This is an optimization exercise on Yosys and OpenROAD, whose aim is small area, not a production implementation. The RTL was checked by simulation tests, not by an equivalence proof against the original design. Power figures rest on the tool's default switching activity, not on a simulated workload.

### design.v
package regfile_pkg;
    localparam int XLEN       = 32;
    localparam int DEF_DATA_W = XLEN;
    localparam int DEF_ADDR_W = 5;
    localparam int ZERO_IDX   = 0;
endpackage
module regfile_scoreboard
#(
    parameter int NR       = 31,
    parameter int ADDR_W   = regfile_pkg::DEF_ADDR_W,
    parameter bit ZERO_REG = 1'b1
) (
    input  logic [NR-1:0]     pend_q,
    input  logic [ADDR_W:0]   cnt_q,
    input  logic [NR-1:0]     rdec1,
    input  logic [NR-1:0]     rdec2,
    input  logic [NR-1:0]     wdec,
    input  logic              eq1,
    input  logic              eq2,
    input  logic              iss_valid,
    input  logic [ADDR_W-1:0] iss_rd,
    input  logic              wb_en,
    input  logic [ADDR_W-1:0] wb_addr,
    output logic [NR-1:0]     pend_d,
    output logic [ADDR_W:0]   cnt_d,
    output logic              rs1_busy,
    output logic              rs2_busy
);
    localparam int LO = ZERO_REG ? 1 : 0;
    logic [NR-1:0] idec, iset;
    logic          setEn, same, iss_hit, wb_hit, inc, dec;
    logic          rs1_busy_p, rs2_busy_p;
    always_comb begin
        for (int i = 0; i < NR; i++) begin
            idec[i] = iss_rd == ADDR_W'(i + LO);
        end
    end
    assign setEn  = iss_valid && (|idec || !ZERO_REG);
    assign iset   = idec & {NR{setEn}};
    assign same   = iss_rd == wb_addr;
    assign pend_d = iset | (pend_q & ~(wdec & {NR{wb_en}}));
    logic [(NR+2)/3-1:0] iss_n, wb_n, r1_n, r2_n;
    regfile_aoi_slices #(.N(NR)) u_iss (.a(idec),  .b(pend_q), .s_n(iss_n));
    regfile_aoi_slices #(.N(NR)) u_wb  (.a(wdec),  .b(pend_q), .s_n(wb_n));
    regfile_aoi_slices #(.N(NR)) u_r1  (.a(rdec1), .b(pend_q), .s_n(r1_n));
    regfile_aoi_slices #(.N(NR)) u_r2  (.a(rdec2), .b(pend_q), .s_n(r2_n));
    assign iss_hit    = ~&iss_n;
    assign wb_hit     = ~&wb_n;
    assign rs1_busy_p = ~&r1_n;
    assign rs2_busy_p = ~&r2_n;
    assign inc = setEn && !iss_hit;
    assign dec = wb_en && wb_hit && !(setEn && same);
    always_comb begin
        cnt_d = cnt_q;
        if (inc && !dec) begin
            cnt_d = cnt_q + 1'b1;
        end else if (dec && !inc) begin
            cnt_d = cnt_q - 1'b1;
        end
    end
    assign rs1_busy = rs1_busy_p && !(wb_en && eq1);
    assign rs2_busy = rs2_busy_p && !(wb_en && eq2);
endmodule
module regfile_sb
#(
    parameter int DATA_W   = regfile_pkg::DEF_DATA_W,
    parameter int ADDR_W   = regfile_pkg::DEF_ADDR_W,
    parameter bit ZERO_REG = 1'b1
) (
    input  logic              clk,
    input  logic              rst_n,
    input  logic [ADDR_W-1:0] rs1_addr,
    input  logic [ADDR_W-1:0] rs2_addr,
    output logic [DATA_W-1:0] rs1_data,
    output logic [DATA_W-1:0] rs2_data,
    output logic              rs1_busy,
    output logic              rs2_busy,
    input  logic              iss_valid,
    input  logic [ADDR_W-1:0] iss_rd,
    input  logic              wb_en,
    input  logic [ADDR_W-1:0] wb_addr,
    input  logic [DATA_W-1:0] wb_data,
    output logic [ADDR_W:0]   pend_cnt
);
    localparam int DEPTH = 1 << ADDR_W;
    localparam int LO    = ZERO_REG ? 1 : 0;
    localparam int NR    = DEPTH - LO;            
    localparam int NT    = NR + 1;                
    logic [DATA_W-1:0] mem_q [NR];
    logic [NR-1:0]     vld_q;
    logic [NR-1:0]     pend_q, pend_d;
    logic [ADDR_W:0]   cnt_q, cnt_d;
    logic [NR-1:0]     wdec, wsel, rdec1, rdec2;
    logic              eq1, eq2, byp1, byp2;
    always_comb begin
        for (int i = 0; i < NR; i++) begin
            wdec[i]  = wb_addr  == ADDR_W'(i + LO);
            rdec1[i] = rs1_addr == ADDR_W'(i + LO);
            rdec2[i] = rs2_addr == ADDR_W'(i + LO);
        end
    end
    assign wsel = wdec & {NR{wb_en}};
    always_ff @(posedge clk) begin
        for (int i = 0; i < NR; i++) begin
            if (wsel[i]) begin
                mem_q[i] <= wb_data;
            end
        end
    end
    always_ff @(posedge clk or negedge rst_n) begin
        if (!rst_n) begin
            vld_q  <= '0;
            pend_q <= '0;
            cnt_q  <= '0;
        end else begin
            vld_q  <= vld_q | wsel;
            pend_q <= pend_d;
            cnt_q  <= cnt_d;
        end
    end
    assign eq1  = wb_addr == rs1_addr;
    assign eq2  = wb_addr == rs2_addr;
    assign byp1 = rst_n && wb_en && eq1 && (|rdec1 || !ZERO_REG);
    assign byp2 = rst_n && wb_en && eq2 && (|rdec2 || !ZERO_REG);
    logic [NT-1:0]     t_sel1, t_sel2;
    logic [DATA_W-1:0] t_dat [NT];
    always_comb begin
        for (int i = 0; i < NR; i++) begin
            t_sel1[i] = rdec1[i] && vld_q[i] && !wsel[i];
            t_sel2[i] = rdec2[i] && vld_q[i] && !wsel[i];
            t_dat[i]  = mem_q[i];
        end
        t_sel1[NT-1] = byp1;
        t_sel2[NT-1] = byp2;
        t_dat[NT-1]  = wb_data;
    end
    for (genvar b = 0; b < DATA_W; b++) begin : g_bit
        logic [NT-1:0] d;
        for (genvar k = 0; k < NT; k++) begin : g_d
            assign d[k] = t_dat[k][b];
        end
        logic [(NT+2)/3-1:0] s1_n, s2_n;
        regfile_aoi_slices #(.N(NT)) u_rd1 (.a(t_sel1), .b(d), .s_n(s1_n));
        regfile_aoi_slices #(.N(NT)) u_rd2 (.a(t_sel2), .b(d), .s_n(s2_n));
        assign rs1_data[b] = ~&s1_n;
        assign rs2_data[b] = ~&s2_n;
    end
    regfile_scoreboard #(
        .NR       (NR),
        .ADDR_W   (ADDR_W),
        .ZERO_REG (ZERO_REG)
    ) u_scoreboard (
        .pend_q    (pend_q),
        .cnt_q     (cnt_q),
        .rdec1     (rdec1),
        .rdec2     (rdec2),
        .wdec      (wdec),
        .eq1       (eq1),
        .eq2       (eq2),
        .iss_valid (iss_valid),
        .iss_rd    (iss_rd),
        .wb_en     (wb_en),
        .wb_addr   (wb_addr),
        .pend_d    (pend_d),
        .cnt_d     (cnt_d),
        .rs1_busy  (rs1_busy),
        .rs2_busy  (rs2_busy)
    );
    assign pend_cnt = cnt_q;
endmodule
module regfile_aoi_slices
#(
    parameter int N = 3
) (
    input  logic [N-1:0]         a,
    input  logic [N-1:0]         b,
    output logic [(N+2)/3-1:0]   s_n
);
    localparam int N3 = N / 3;
    localparam int NR = N % 3;
    for (genvar s = 0; s < N3; s++) begin : g_sl
        regfile_aoi222 u_s (.a(a[3*s +: 3]), .b(b[3*s +: 3]), .y(s_n[s]));
    end
    if (NR == 2) begin : g_r2
        regfile_aoi22 u_r (.a(a[N-1 -: 2]), .b(b[N-1 -: 2]), .y(s_n[N3]));
    end else if (NR == 1) begin : g_r1
        assign s_n[N3] = ~(a[N-1] & b[N-1]);
    end
endmodule
module regfile_aoi222 (
    input  logic [2:0] a,
    input  logic [2:0] b,
    output logic       y
);
    assign y = ~|(a & b);
endmodule
module regfile_aoi22 (
    input  logic [1:0] a,
    input  logic [1:0] b,
    output logic       y
);
    assign y = ~|(a & b);
endmodule
### flow/run.sh
#!/bin/bash
# Standard ORFS layout with: area-oriented ABC mapping in synthesis (with the
# AND-OR-invert slice modules mapped on their own), minimum size port buffers,
# high-fanout drivers sized to their load before repair_design, and a clock
# tree of larger clusters without dummy loads.
set -euo pipefail
F=$PWD/flow
CTS="-sink_clustering_enable -repair_clock_nets -dont_use_dummy_load"
CTS="$CTS -buf_list {sky130_fd_sc_hd__clkbuf_8} -sink_clustering_size 16 -sink_clustering_max_diameter 80"
bash standard.sh \
  SYNTH_SCRIPT=$F/synth.tcl AREA_ABC_SCRIPT=$F/area.abc \
  SYNTH_KEEP_MODULES="regfile_aoi222 regfile_aoi22" \
  BUFFER_PORTS_ARGS="-buffer_cell sky130_fd_sc_hd__buf_1" \
  PRE_RESIZE_TCL=$F/upsize.tcl \
  CTS_ARGS="$CTS" \
  finish > make.log 2>&1
### flow/area.abc
strash
&get -n
&fraig -x
&put
scorr
dc2
dretime
strash
&get -n
&dch -f
&nf -R 1000 -p -C 32
&put
### flow/synth.tcl
# The standard flow's synthesis (synth_recipe.tcl) with an area-oriented ABC mapping script.
proc synth {args} { yosys synth -nofsm -noshare {*}$args }
proc abc {args} {
  set new [list]
  set skip 0
  foreach a $args {
    if {$skip} { set skip 0; continue }
    if {$a eq "-script" || $a eq "-constr" || $a eq "-D"} { set skip 1; continue }
    lappend new $a
  }
  yosys abc -script $::env(AREA_ABC_SCRIPT) {*}$new
}
source $::env(SCRIPTS_DIR)/synth.tcl
# left out here: clear keep_hierarchy, flatten, clean up, hide names made inside functions, write 1_2_yosys.v
### flow/upsize.tcl
# Size the drivers of high-fanout nets before repair_design: each gets the
# smallest drive strength of its function whose library max_capacitance
# covers the net's estimated load with some margin, so that repair_design
# does not need to insert large buffers to meet slew/capacitance limits.
proc lib_max_caps {lib_file} {
  set caps [dict create]
  set f [open $lib_file r]
  set cell ""
  while {[gets $f line] >= 0} {
    if {[regexp {^\s*cell\s*\(\s*"?([A-Za-z0-9_]+)"?\s*\)} $line -> c]} { set cell $c; continue }
    if {$cell ne "" && [regexp {^\s*max_capacitance\s*:\s*([0-9.eE+-]+)} $line -> v]} {
      if {![dict exists $caps $cell]} { dict set caps $cell $v }
    }
  }
  close $f
  return $caps
}

proc size_hifo {thr margin} {
  set caps [lib_max_caps [lindex $::env(LIB_FILES) 0]]
  set db [ord::get_db]
  set n 0
  foreach inst [[ord::get_db_block] getInsts] {
    set m [[$inst getMaster] getName]
    if {![regexp {^sky130_fd_sc_hd__(.*)_([0-9]+)$} $m -> fn sz]} continue
    if {[string match *buf* $fn] || [string match df* $fn] || [string match edf* $fn]} continue
    set outs {}
    foreach it [$inst getITerms] {
      if {[$it isOutputSignal] && [$it getNet] ne "NULL"} { lappend outs [$it getNet] }
    }
    if {[llength $outs] != 1} continue
    set net [lindex $outs 0]
    if {[llength [$net getITerms]] - 1 < $thr} continue
    set cell [get_cells -quiet [string map {[ \\[ ] \\]} [$inst getName]]]
    if {[llength $cell] != 1} continue
    set snet [get_nets -quiet -of_objects [get_pins -of_objects $cell -filter "direction==output"]]
    if {[llength $snet] != 1} continue
    set load [expr {[sta::Net_capacitance $snet [sta::cmd_scene] max] * 1e12}]
    set need [expr {$load * $margin}]
    set best ""
    foreach s {1 2 4 8 12 16} {
      if {$s < $sz && $sz > 0} continue
      set nm "sky130_fd_sc_hd__${fn}_$s"
      if {![dict exists $caps $nm] || [$db findMaster $nm] eq "NULL"} continue
      set best $nm
      if {[dict get $caps $nm] >= $need} break
    }
    if {$best ne "" && $best ne $m} {
      replace_cell [$inst getName] $best
      incr n
    }
  }
  puts "size_hifo: resized $n drivers of nets with fanout >= $thr"
}

estimate_parasitics -placement
size_hifo 12 1.3
### standard.sh
#!/bin/bash
# synth_recipe.tcl (not shown) runs the flow's synth.tcl, then flattens the netlist and writes it again
# the make line also repeats each setting of config.mk as NAME=value (left out here)
make -C /OpenROAD-flow-scripts/flow DESIGN_CONFIG=/design/flow/config.mk WORK_HOME=/design/flow/orfs CLKGATE_MAP_FILE= SYNTH_SCRIPT=/design/flow/synth_recipe.tcl "${@:-finish}"
### config.mk
export PLATFORM = sky130hd
export DESIGN_NAME = regfile_sb
export DESIGN_NICKNAME = regfile_sb
export VERILOG_FILES = /design/flow/design.v
export SDC_FILE = /design/flow/constraint.sdc
export NUM_CORES = 4
export LEC_CHECK = 0
export ABC_AREA = 1
export CAP_MARGIN = 15
export CORE_MARGIN = 2
export CORE_UTILIZATION = 60
export GPL_TIMING_DRIVEN = 0
export SETUP_SLACK_MARGIN = 0.1
export SLEW_MARGIN = 15
### constraint.sdc
create_clock -name core_clock -period 7.0 [get_ports {clk}]
set_input_delay 1.4000 -clock core_clock [delete_from_list [all_inputs] [get_ports {clk}]]
set_output_delay 1.4000 -clock core_clock [all_outputs]
set_load 0.01 [all_outputs]
==> impl_metrics.toml <==
[drt]
postRouteAntennaNets = 0
dr.pass1.iters = 14
drt_iter0_markers = 8512
vias_per_cell = 8.81
vias = 32900
drc = 0
wl_um = 159000
wire_per_inst_um = 42.5

[die]
rows = 98
num_io_pins = 128
die_area_um2 = 73900
die_w_um = 272
start_util_pct = 60.5
die_height_um = 272
coreArea_um2 = 71200

[logic_synthesis]
synth.distinct_cells = 40
ys_warn_count = 4
synth_top_area_share_pct = 69.2
syn_area_um2 = 43100
synth.top_cells.by_area = "edfxtp_1 69%, a222oi_1 16%, dfrtp_1 4.0%, nand4_1 2.9%, and3_1 1.4%"
yosysTopAreaCell = "edfxtp_1"
synth-main-ff-cell = "edfxtp_1"
seq_area_frac_synth_pct = 73.1
postSynthCellCount = 2568
synth_edf_count = 992
async_reset_ff_share_pct = 6.42
synth-seq-cells = 1060
synth_fp_nets = 2630
syn_area_per_cell_um2 = 16.8

[placement]
placed_area_um2 = 45200
routabilityCongestion = 1.04
numPortBuffers = 127
hpwlAfterDp_um = 87700

[timing]
holdWs_ns = 0.478
worst_pin_slew_ns = 1.33
slew_viol_final = 0
hold_viol_final = 0
finalCritPeriodShare_pct = 96.5
post-route-min-period_ns = 6.75
rsz0062_at_grt = "false"
max-slew-margin-rel_pct = 11.5
setup_viol = 0
fin_worst_skew_ns = 0.0464
fmaxAchievable_mhz = 148

[hold_path]
hold_path.class = "flip-flop to flip-flop"
whs_path_depth = 1

[clocking]
cts_hold_buf = 0
cts_root_buf = "clkbuf_8"
cts_resized = 0
clock-sinks = 1060
cts_tree = "done"
cts_setup_buffers = 0
cts_buffers = 77
clk_pin_slew_ns = 0.08
insertion_delay_ns = 0.66
clk_path_buf_depth = 3
h-tree-depth = 3

[setup_path]
crit_arrival_ns = 5.35
endpoint_kind = "primary output"
crit_buf_inv = 3
critical_path_depth = 10
crit_path_max_incr_delay_ns = 0.62
setup.worst_path.class = "input pin to primary output"
cpLargestDelayFamily = "simple AND/OR/NAND/NOR gates"
startpoint_type = "input pin"
crit_required_ns = 5.60
crit_path_max_fanout = 32
worstRegToRegCells = 14
worstPathCellList = "buf_1 > clkinv_1 > nor4_1 > nand2_1 > and3_2 > a222oi_1 > nand4_1 > nor2_1 > nand4_1 > buf_1"
slowest_stage = "and3_2"

[pwr]
p_per_area_nw_per_um2 = 241
power_mw = 11.2
leakagePower_nw = 14.3
peakVddDrop_mv = 0.219

[grt]
grt_pass1_wl_um = 219000
gr-usage-all-layers_pct = 41.9
grt_pass1_vias = 32000
antenna_found_initial = 8
grt_max_degree = 36
overflow = 0

[cells_and_area]
area_growth_pct = 7.39
final_common_cell = "edfxtp_1"
nNetsFinal = 2842
final_area_um2 = 46300
final_cell_mix = "992 x edfxtp_1, 680 x a222oi_1, 200 x nand4_1"
drive_gt1_share_pct = 7.81

[run_status]
status = "no timing/DRC/antenna violations"

[job]
cap_violations = 0
registers in the layout, summed over array words and instances (netlist names):
name	cells
mem_q	992
pend_q	31
vld_q	31
cnt_q	6
power breakdown:
group,internal [mW],switching [mW]
Sequential,7.10,0.157
Clock,0.990,1.87
Combinational,0.317,0.733
Total,8.40,2.76
metal layers:
metal / global-route usage (%) / wire (um)
met5: 0 / 13
met4: 22.0 / 8610
met3: 12.9 / 26600
met2: 62.4 / 69400
met1: 56.0 / 54000
layout make-up:
type / count / area (um^2)
Antenna cell: 4 / 10.0
Tap cell: 950 / 1190
Clock buffer: 77 / 1060
Sequential cell: 1060 / 31500
Multi-Input combinational cell: 1458 / 11600
Timing Repair Buffer: 133 / 647
Inverter: 50 / 229
Fill cell: 5075 / 25000
Yosys stat by module (local to each module, per instance):
| module | times used | cell area, um^2 | flops+latches |
|---|---|---|---|
| regfile_aoi22 | 64 | 7.51 | 0 |
| regfile_aoi222 | 680 | 10.0 | 0 |
| regfile_sb | 1 | 35800 | 1060 |
path summary, 6_finish.rpt:
path                       startpoint          end  slack, ns
min                          cnt_q[5]     cnt_q[5]       0.48
min reg2reg                  cnt_q[5]     cnt_q[5]       0.48
max                        wb_addr[0]  rs1_data[4]       0.25
min in group asynchronous       rst_n     cnt_q[2]       0.54
max reg2reg                 pend_q[6]     cnt_q[5]       2.99
max in group asynchronous       rst_n   pend_q[25]       5.74
logic make-up (layout without fill, tap and decap cells):
| group | count (synthesis) | count (layout) | share of synthesized area, % |
|---|---|---|---|
| adder cells (fa/ha/maj) | 6 | 6 | 0.192 |
| flip-flops | 1060 | 1060 | 73.1 |
| other | 0 | 4 | 0 |
| buffers and inverters | 50 | 260 | 0.436 |
| multiplexers | 1 | 1 | 0.0261 |
| XOR/XNOR | 15 | 15 | 0.305 |
| AO/OA/AOI/OAI | 802 | 802 | 18.0 |
| AND/OR/NAND/NOR | 634 | 634 | 7.94 |
per-stage QoR:
step | util, % | std cells | setup TNS (ns) | worst slack [ns]
after global placement | 62.8 | 3645 | -249.99 | -4.32
after global routing | 64.9 | 3730 | 0 | 0.110
after CTS | 64.9 | 3728 | 0 | 0.173
after detailed placement | 63.4 | 3651 | 0 | 0.179
after floorplan | - | 2568 | 0 | 1.35
final | 64.9 | 3732 | 0 | 0.246
worst register-to-register path, stage by stage, from the launching register on:
cell and delay [ns]:
dfrtp_1 0.47, a222oi_1 0.57, nand2_1 0.09, a2111oi_0 0.76, and3_1 0.27, ha_1 0.20
clkinv_1 0.20, ha_1 0.33, a21o_1 0.18, a21oi_1 0.23, o21bai_1 0.11, a21oi_1 0.20
a21oi_1 0.09, o21ai_0 0.10, xnor2_1 0.14
synthesized netlist by cell type (2+ instances only):
master     count
ha_1           5
a221oi_1       2
xnor2_1       10
and3_1        94
nor2b_1       14
dfrtp_1       68
clkinv_1      50
a22o_1        30
or4_1          7
a22oi_1       64
o21ai_0        5
a2111oi_0      4
nor2_1       133
nor4_1        21
and2_0         6
nand2_1       70
or3_1          3
a21o_1         2
nand2b_1      33
nor3_1        21
edfxtp_1     992
xor2_1         5
nand4_1      200
a222oi_1     680
o2bb2ai_1      2
nand3_1       24
a21oi_1        6
or2_0          5

separate check: timing with driven ports:
The results above use ideal ports. As a check the final layout listed here was re-extracted and re-timed, cells and wires unchanged. Step 1 sets driving cells, clkbuf_16 on the clock port and buf_2 on the other inputs (assumed; they add their load-dependent delay and slew). Step 2 also shifts input and output timing later by t, the mid clock arrival at the registers, as if the neighbouring blocks saw the same clock. Slacks: ideal / step 1 / step 2; pairs: ideal / step 1.
t, ns: 0.742
setup slack, ns: 0.246 / 0.219 / 0.219
worst hold slack (ns): 0.478 / 0.478 / 0.478
clock arrival spread, ns: 0.118 / 0.118
After both steps this run still meets setup and hold. The setup slack of this run moves by -0.027 ns with the drivers and by -0.027 ns with both steps.
